Source: an optimization exercise on an open RTL-to-GDS flow (aim: small area, a short achievable clock period and few clock cycles per item). Production flows keep margins and buffers that such runs may drop.
The RTL was checked by simulation tests, not by an equivalence proof against the original design.
Power and IR drop assume default switching activity.

--- flow/design.v ---
package rlfe_pkg;
  localparam logic CMD_COLOR = 1'b0;
  localparam logic CMD_TICK  = 1'b1;
  localparam logic [7:0] FADE_INTERVAL_RESET = 8'd15;
  localparam int         NUM_CH              = 4;
  typedef enum logic [1:0] {
    S_IDLE,
    S_MUL,
    S_DIV,
    S_EMIT
  } rlfe_state_t;
  typedef struct packed {
    logic accept;
    logic mul;
    logic div_step;
    logic load_out;
  } rlfe_cmd_t;
  typedef struct packed {
    logic emits;
    logic direct;
  } rlfe_status_t;
endpackage
import rlfe_pkg::*;
module rlfe_ctrl #(
  parameter int LEVEL_BITS = 10
) (
  input  logic                  clk,
  input  logic                  rst,
  input  logic                  in_valid,
  output logic                  in_ready,
  output logic                  out_valid,
  input  logic                  out_ready,
  input  rlfe_pkg::rlfe_status_t status,
  output rlfe_pkg::rlfe_cmd_t   cmd
);
  localparam int CW = $clog2(LEVEL_BITS);
  rlfe_pkg::rlfe_state_t state, state_next;
  logic [CW-1:0] div_count;
  always_ff @(posedge clk) begin
    if (rst) begin
      state     <= S_IDLE;
      div_count <= '0;
      out_valid <= 1'b0;
    end else begin
      state <= state_next;
      if (state == S_DIV) begin
        div_count <= div_count + CW'(1);
      end else begin
        div_count <= '0;
      end
      if (cmd.load_out) begin
        out_valid <= 1'b1;
      end else if (out_ready) begin
        out_valid <= 1'b0;
      end
    end
  end
  always_comb begin
    state_next = state;
    cmd        = '0;
    in_ready   = 1'b0;
    unique case (state)
      S_IDLE: begin
        in_ready = 1'b1;
        if (in_valid) begin
          cmd.accept = 1'b1;
          if (status.emits) state_next = S_MUL;
        end
      end
      S_MUL: begin
        cmd.mul    = 1'b1;
        state_next = status.direct ? S_EMIT : S_DIV;
      end
      S_DIV: begin
        cmd.div_step = 1'b1;
        if (div_count == CW'(LEVEL_BITS - 1)) state_next = S_EMIT;
      end
      S_EMIT: begin
        if (!out_valid || out_ready) begin
          cmd.load_out = 1'b1;
          state_next   = S_IDLE;
        end
      end
      default: state_next = S_IDLE;
    endcase
  end
endmodule
import rlfe_pkg::*;
module rlfe_datapath #(
  parameter int LEVEL_BITS = 10
) (
  input  logic                  clk,
  input  logic                  rst,
  input  rlfe_pkg::rlfe_cmd_t   cmd,
  output rlfe_pkg::rlfe_status_t status,
  input  logic                  cfg_we,
  input  logic [7:0]            cfg_data,
  input  logic                  in_cmd,
  input  logic [LEVEL_BITS-1:0] in_ch0,
  input  logic [LEVEL_BITS-1:0] in_ch1,
  input  logic [LEVEL_BITS-1:0] in_ch2,
  input  logic [LEVEL_BITS-1:0] in_ch3,
  input  logic                  in_fade,
  output logic [LEVEL_BITS-1:0] drive_0,
  output logic [LEVEL_BITS-1:0] drive_1,
  output logic [LEVEL_BITS-1:0] drive_2,
  output logic [LEVEL_BITS-1:0] drive_3,
  output logic                  fade_done
);
  localparam int LB = LEVEL_BITS;
  localparam int PW = 2 * LEVEL_BITS;
  logic [7:0]    fade_interval;
  logic [LB-1:0] start_level  [NUM_CH];
  logic [LB-1:0] target_level [NUM_CH];
  logic [LB-1:0] diff_mag     [NUM_CH];
  logic          diff_neg     [NUM_CH];
  logic [LB-1:0] step_index;
  logic [LB-1:0] step_total;
  logic [7:0]    tick_count;
  logic          fading;
  logic          direct;
  logic [LB-1:0] rem          [NUM_CH];
  logic [LB-1:0] low          [NUM_CH];
  logic [LB-1:0] quo          [NUM_CH];
  logic [LB-1:0] drive        [NUM_CH];
  logic [LB-1:0] in_lv        [NUM_CH];
  logic [LB-1:0] new_mag      [NUM_CH];
  logic [LB-1:0] max01, max23, max_diff;
  logic [PW-1:0] prod         [NUM_CH];
  logic [LB:0]   shifted      [NUM_CH];
  logic          ge           [NUM_CH];
  logic [LB-1:0] rem_next     [NUM_CH];
  logic [LB-1:0] level_next   [NUM_CH];
  logic [7:0]    interval_eff;
  logic [7:0]    tick_inc;
  logic          tick_hit;
  assign in_lv[0] = in_ch0;
  assign in_lv[1] = in_ch1;
  assign in_lv[2] = in_ch2;
  assign in_lv[3] = in_ch3;
  always_comb begin
    for (int ch = 0; ch < NUM_CH; ch++) begin
      new_mag[ch] = (in_lv[ch] > target_level[ch]) ? in_lv[ch] - target_level[ch]
                                                  : target_level[ch] - in_lv[ch];
      prod[ch]    = PW'(step_index) * PW'(diff_mag[ch]);
      shifted[ch] = {rem[ch], low[ch][LB-1]};
      ge[ch]      = shifted[ch] >= {1'b0, step_total};
      rem_next[ch] = ge[ch] ? LB'(shifted[ch] - {1'b0, step_total}) : LB'(shifted[ch]);
      level_next[ch] = direct      ? target_level[ch] :
                       diff_neg[ch] ? start_level[ch] - quo[ch] :
                                      start_level[ch] + quo[ch];
    end
    max01    = (new_mag[0] > new_mag[1]) ? new_mag[0] : new_mag[1];
    max23    = (new_mag[2] > new_mag[3]) ? new_mag[2] : new_mag[3];
    max_diff = (max01 > max23) ? max01 : max23;
  end
  assign interval_eff  = (fade_interval == 8'd0) ? 8'd1 : fade_interval;
  assign tick_inc      = tick_count + 8'd1;
  assign tick_hit      = tick_inc >= interval_eff;
  assign status.emits  = (in_cmd == CMD_COLOR) || (fading && tick_hit);
  assign status.direct = step_index >= step_total;
  always_ff @(posedge clk) begin
    if (rst) begin
      fade_interval <= FADE_INTERVAL_RESET;
      step_index    <= '0;
      step_total    <= '0;
      tick_count    <= '0;
      fading        <= 1'b0;
      for (int ch = 0; ch < NUM_CH; ch++) begin
        start_level[ch]  <= '0;
        target_level[ch] <= '0;
        diff_mag[ch]     <= '0;
        diff_neg[ch]     <= 1'b0;
      end
    end else begin
      if (cfg_we) fade_interval <= cfg_data;
      if (cmd.accept) begin
        if (in_cmd == CMD_COLOR) begin
          for (int ch = 0; ch < NUM_CH; ch++) begin
            start_level[ch]  <= target_level[ch];
            target_level[ch] <= in_lv[ch];
            diff_mag[ch]     <= new_mag[ch];
            diff_neg[ch]     <= in_lv[ch] < target_level[ch];
          end
          tick_count <= '0;
          step_index <= '0;
          step_total <= in_fade ? max_diff : '0;
          fading     <= 1'b1;
        end else if (fading) begin
          if (tick_hit) begin
            tick_count <= '0;
            if (step_index < step_total) step_index <= step_index + LB'(1);
          end else begin
            tick_count <= tick_inc;
          end
        end
      end
      if (cmd.mul && status.direct) fading <= 1'b0;
    end
  end
  always_ff @(posedge clk) begin
    if (cmd.mul) begin
      direct <= status.direct;
      for (int ch = 0; ch < NUM_CH; ch++) begin
        rem[ch] <= prod[ch][PW-1:LB];
        low[ch] <= prod[ch][LB-1:0];
        quo[ch] <= '0;
      end
    end
    if (cmd.div_step) begin
      for (int ch = 0; ch < NUM_CH; ch++) begin
        rem[ch] <= rem_next[ch];
        low[ch] <= {low[ch][LB-2:0], 1'b0};
        quo[ch] <= {quo[ch][LB-2:0], ge[ch]};
      end
    end
    if (cmd.load_out) begin
      for (int ch = 0; ch < NUM_CH; ch++) drive[ch] <= level_next[ch];
      fade_done <= direct;
    end
  end
  assign drive_0 = drive[0];
  assign drive_1 = drive[1];
  assign drive_2 = drive[2];
  assign drive_3 = drive[3];
endmodule
import rlfe_pkg::*;
module rgbw_linear_fade_engine #(
  parameter int LEVEL_BITS = 10
) (
  input  logic                  clk,
  input  logic                  rst,
  input  logic                  in_valid,
  output logic                  in_ready,
  input  logic                  cmd,
  input  logic [LEVEL_BITS-1:0] channel_0,
  input  logic [LEVEL_BITS-1:0] channel_1,
  input  logic [LEVEL_BITS-1:0] channel_2,
  input  logic [LEVEL_BITS-1:0] channel_3,
  input  logic                  fade_on,
  output logic                  out_valid,
  input  logic                  out_ready,
  output logic [LEVEL_BITS-1:0] drive_0,
  output logic [LEVEL_BITS-1:0] drive_1,
  output logic [LEVEL_BITS-1:0] drive_2,
  output logic [LEVEL_BITS-1:0] drive_3,
  output logic                  fade_done,
  input  logic                  cfg_valid,
  output logic                  cfg_ready,
  input  logic [7:0]            cfg_data
);
  rlfe_pkg::rlfe_cmd_t    ctl_cmd;
  rlfe_pkg::rlfe_status_t ctl_status;
  assign cfg_ready = 1'b1;
  rlfe_ctrl #(.LEVEL_BITS(LEVEL_BITS)) u_ctrl (
    .clk       (clk),
    .rst       (rst),
    .in_valid  (in_valid),
    .in_ready  (in_ready),
    .out_valid (out_valid),
    .out_ready (out_ready),
    .status    (ctl_status),
    .cmd       (ctl_cmd)
  );
  rlfe_datapath #(.LEVEL_BITS(LEVEL_BITS)) u_dp (
    .clk       (clk),
    .rst       (rst),
    .cmd       (ctl_cmd),
    .status    (ctl_status),
    .cfg_we    (cfg_valid && cfg_ready),
    .cfg_data  (cfg_data),
    .in_cmd    (cmd),
    .in_ch0    (channel_0),
    .in_ch1    (channel_1),
    .in_ch2    (channel_2),
    .in_ch3    (channel_3),
    .in_fade   (fade_on),
    .drive_0   (drive_0),
    .drive_1   (drive_1),
    .drive_2   (drive_2),
    .drive_3   (drive_3),
    .fade_done (fade_done)
  );
endmodule
--- flow/config.mk ---
export PLATFORM = sky130hd
export DESIGN_NAME = rgbw_linear_fade_engine
export DESIGN_NICKNAME = rgbw_linear_fade_engine
export VERILOG_FILES = /design/flow/design.v
export SDC_FILE = /design/flow/constraint.sdc
export NUM_CORES = 4
export LEC_CHECK = 0
export CAP_MARGIN = 20
export CORE_MARGIN = 2
export CORE_UTILIZATION = 40
export SLEW_MARGIN = 20
--- flow/constraint.sdc ---
create_clock -name core_clock -period 8.5 [get_ports {clk}]
set_input_delay 1.7000 -clock core_clock [delete_from_list [all_inputs] [get_ports {clk}]]
set_output_delay 1.7000 -clock core_clock [all_outputs]
set_load 0.01 [all_outputs]
--- flow/run.sh ---
#!/bin/bash
# synth_recipe.tcl (not shown) runs the flow's synth.tcl, then flattens the netlist and writes it again
# the make line also repeats each setting of config.mk as NAME=value (left out here)
make -C /OpenROAD-flow-scripts/flow DESIGN_CONFIG=/design/flow/config.mk WORK_HOME=/design/flow/orfs CLKGATE_MAP_FILE= SYNTH_SCRIPT=/design/flow/synth_recipe.tcl finish
==> run summary <==
==> layer usage <==
metal  vias up  part of all wire (%)  global-route usage, %
met4         0                   2.7                   6.04
met1     12849                    46                   26.3
met5         -                     0                      0
met3       113                   3.7                   2.20
li1      13147                     -                      -
met2       425                    47                   34.2
==> sequential cells by signal (all words and copies together) (netlist names) <==
name                flops
u_ctrl.div_count        4
u_ctrl.out_valid        1
u_ctrl.state            2
u_dp.diff_mag          40
u_dp.diff_neg           4
u_dp.direct             1
u_dp.drive             40
u_dp.fade_done          1
u_dp.fade_interval      8
u_dp.fading             1
u_dp.low               40
u_dp.quo               40
u_dp.rem               40
u_dp.start_level       40
u_dp.step_index        10
u_dp.step_total        10
u_dp.target_level      40
u_dp.tick_count         8
==> power by group <==
group | internal, W | switching [W]
registers | 0.00179 | 0.000141
logic | 0.000756 | 0.00106
clock network | 0.00117 | 0.000768
total | 0.00372 | 0.00197
==> worst reg2reg max path, delay by kind of cell, from the launching register on <==
family | cells | cell delay, ps
and+or+nand+nor | 11 | 2550
AOI/OAI and AO/OA | 8 | 1800
adders and majority gates | 3 | 880
DFF | 1 | 420
buffers and inverters | 2 | 370
muxes | 1 | 330
==> final timing paths <==
kind	endpoint	cells after the start	slack [ps]	from
setup / recovery	u_dp.step_total[3]$_SDFFE_PP0P_	27	670	channel_0[7]
hold / removal	u_dp.start_level[0][0]$_SDFFE_PP0P_	2	460	u_dp.start_level[0][0]$_SDFFE_PP0P_
setup reg to reg	u_dp.step_total[3]$_SDFFE_PP0P_	25	2010	u_dp.target_level[0][7]$_SDFFE_PP0P_
hold reg to reg	u_dp.start_level[0][0]$_SDFFE_PP0P_	2	460	u_dp.start_level[0][0]$_SDFFE_PP0P_
==> cell type report <==
type                            instances  area (um^2)  area share [%]
Antenna cell                            1         2.50         0.00660
Clock buffer                           61         1240            3.26
Clock inverter                         17          262           0.690
Inverter                              482         1810            4.77
Multi-Input combinational cell       2937        23600            62.3
Sequential cell                       330         8190            21.6
Tap cell                             1144         1430            3.78
Timing Repair Buffer                  150         1370            3.60
==> cell usage after synthesis, types with 12 or more instances <==
cell / count / area (um^2)
nand2_1: 608 / 2280
inv_1: 481 / 1810
ha_1: 433 / 5420
fa_1: 264 / 5290
a21oi_1: 262 / 1310
and2_1: 190 / 1190
nor2_1: 183 / 687
dfxtp_1: 172 / 3440
clkbuf_1: 161 / 604
edfxtp_1: 158 / 4740
o21ai_0: 144 / 721
xnor2_1: 112 / 981
mux2i_1: 81 / 811
xor2_1: 60 / 526
a21o_1: 52 / 390
nand3_1: 47 / 235
nor2b_1: 46 / 288
nor3_1: 34 / 170
nand2b_1: 33 / 206
a211oi_1: 32 / 240
o31ai_1: 29 / 218
and3_1: 28 / 175
nand4_1: 26 / 163
mux2_2: 25 / 282
a21boi_0: 22 / 165
o211ai_1: 18 / 135
a31oi_1: 17 / 106
or3_1: 17 / 106
buf_1: 15 / 56.3
o21bai_1: 12 / 90.1
==> stage by stage <==
stage	hold slack, ps	utilization, %
2_1_floorplan	424	-
3_3_place_gp	444	42.8
3_5_place_dp	450	42.8
4_1_cts	458	44.6
5_1_grt	472	44.6
6_report	456	44.6
==> cells in the final DEF, fill, tap and decap left out, types with 18 or more instances in the layout <==
master,netlist,routed
edfxtp_1,158,158
clkbuf_16,0,45
fa_1,264,264
dfxtp_1,172,168
nand2_1,608,607
a21o_1,52,52
a21oi_1,262,261
o211ai_1,18,18
clkdlybuf4s50_1,0,96
and2_1,190,190
a21boi_0,22,22
mux2_2,25,25
nor2b_1,46,45
o21ai_0,144,144
nand2b_1,33,33
and3_1,28,28
nor3_1,34,33
mux2i_1,81,81
ha_1,433,431
inv_1,481,481
a211oi_1,32,32
nand3_1,47,47
xnor2_1,112,112
nand4_1,26,26
buf_4,1,54
xor2_1,60,60
o31ai_1,29,28
nor2_1,183,181
==> cells by family (layout without fill, tap and decap cells) <==
logic type,count (synthesis),after routing,synth area share [%]
flip-flops,330,330,23.9
buffers and inverters,662,710,7.30
XOR/XNOR,172,172,4.40
AND/OR/NAND/NOR,1255,1255,17.0
multiplexers,108,108,3.28
adder cells (fa/ha/maj),697,697,31.3
other,1,2,0.0110
AO/OA/AOI/OAI,704,704,12.8
==> qor.txt <==
Outcome: finished clean
Die area: 88000 um^2
Syn Std Cell Area: 34200 um^2
Max-slew headroom: 30.6%
Antenna violations before repair: 2
Sequential area share after synthesis: 23.9%
Worst Path Arrival: 8280 ps
Yosys cell types: 75
Post-Place Worst Slack: 161 ps
IO Port Bufs: 97
Final setup viols: 0
Core area: 85000 um^2
Hold Path Class: flip-flop to flip-flop
Synthesis Warnings: 17
Via density: 5.18
Critical Path Sink Type: flip-flop
Area after DPL: 36400 um^2
Worst setup SP type: primary input
Largest net degree at the start of global routing: 79
Initial Util: 40.3%
Clock latency at the later pin of the worst-skew pair: 610 ps
Skew final: 42.9 ps
Final worst-path cycle share: 92.1%
Max VDD drop: 0.127 mV
Fmax: 128 MHz
Die W: 297 um
WL final: 85.3 mm
Setup TNS: 0 ps
Leakage: 17.5 nW
DR DRC count: 0
Cts hold-fix bufs: 0
Number of global-route vias before repair: 27040
Pre-antenna DRT Iters: 8
P&R area growth vs syn: 10.7%
Root buffer cell: clkbuf_16
Die Ht: 297 um
Fin area: 37900 um^2
Power consumption: 0.00568 W
CP Class: primary input to flip-flop
#FFs+latches synth: 330
Buf/Inv on CP: 4
RSZ-0062 raised after global routing: no
Synth Area per Inst: 8.72 um^2
Ratio of cells with drive above 1 in the final layout: 4.73%
Final min period: 7830 ps
Placer Congestion: 0.883
Post_cts resized: 0
Setup Buffers After CTS: 0
Layout Nets: 4695
Tot GR Track Use: 19.9%
Post-synth EDFFs: 158
CTS buffer count: 42
Post-Place Cells: 5043
Ports: 99
Critical-path maximum fanout: 10
Syn Nets: 4681
Worst-path clk slew: 60 ps
Final cell count without fillers: 5122
Max Slew Vio Count: 0
Post-DP HPWL: 64.9 mm
Power per Cell Area: 150 nW/um^2
Final hold violation count: 0
Cells after synthesis: 3929
DR iter-0 viols: 1413
CTS tree: done
Routed wire per std cell: 16.7 um
First-pass GRT wire length: 141 mm
Global route overflow: 0
Worst path max stage delay: 560 ps
Crit-path slowest cell: clkdlybuf4s50_1
Site row count: 107
Fillers: 8371
CP required: 8960 ps
Max_cap viols: 0
Routed vias: 26534
Most frequent CP cell: ha_1
Worst slew pin tran: 1040 ps
CP top delay family: simple AND/OR/NAND/NOR gates
H-tree levels: 2
Setup WS post-layout: 671 ps
Clock sink total: 330
Fraction of registers with async set/reset: 0%
DRT antenna net count: 0
Clock Path Buffers: 3
Post-synth top flop: dfxtp_1
Testbench counts, summed over its fixed seeds: cycles 200,227, results 13,995.

-- separate check: timing with driven ports --
Ports are ideal in the flow. The routed layout listed here was re-timed in OpenROAD.
Step 1 (the two cells are an assumption about what drives the block):
set clk [get_ports {clk}]
set_driving_cell -lib_cell sky130_fd_sc_hd__clkbuf_16 $clk
set_driving_cell -lib_cell sky130_fd_sc_hd__buf_2 [delete_from_list [all_inputs] $clk]
Step 2, shift: input delay + t, output delay - t, t = (earliest + latest rising clock arrival at the registers) / 2. This alone moves slack from input paths to output paths.
a / b / c = no drivers / after step 1 / after step 2; a / b = the first two.
t, ns: 0.659
setup slack, ns: 0.671 / 0.719 / 0.060
worst setup path at the end: input to register
worst data-port slew with drivers (ns): 0.08
After both steps this run still meets setup and hold. For this run, drivers alone change the setup slack by +0.048 ns; drivers and shift together by -0.611 ns.
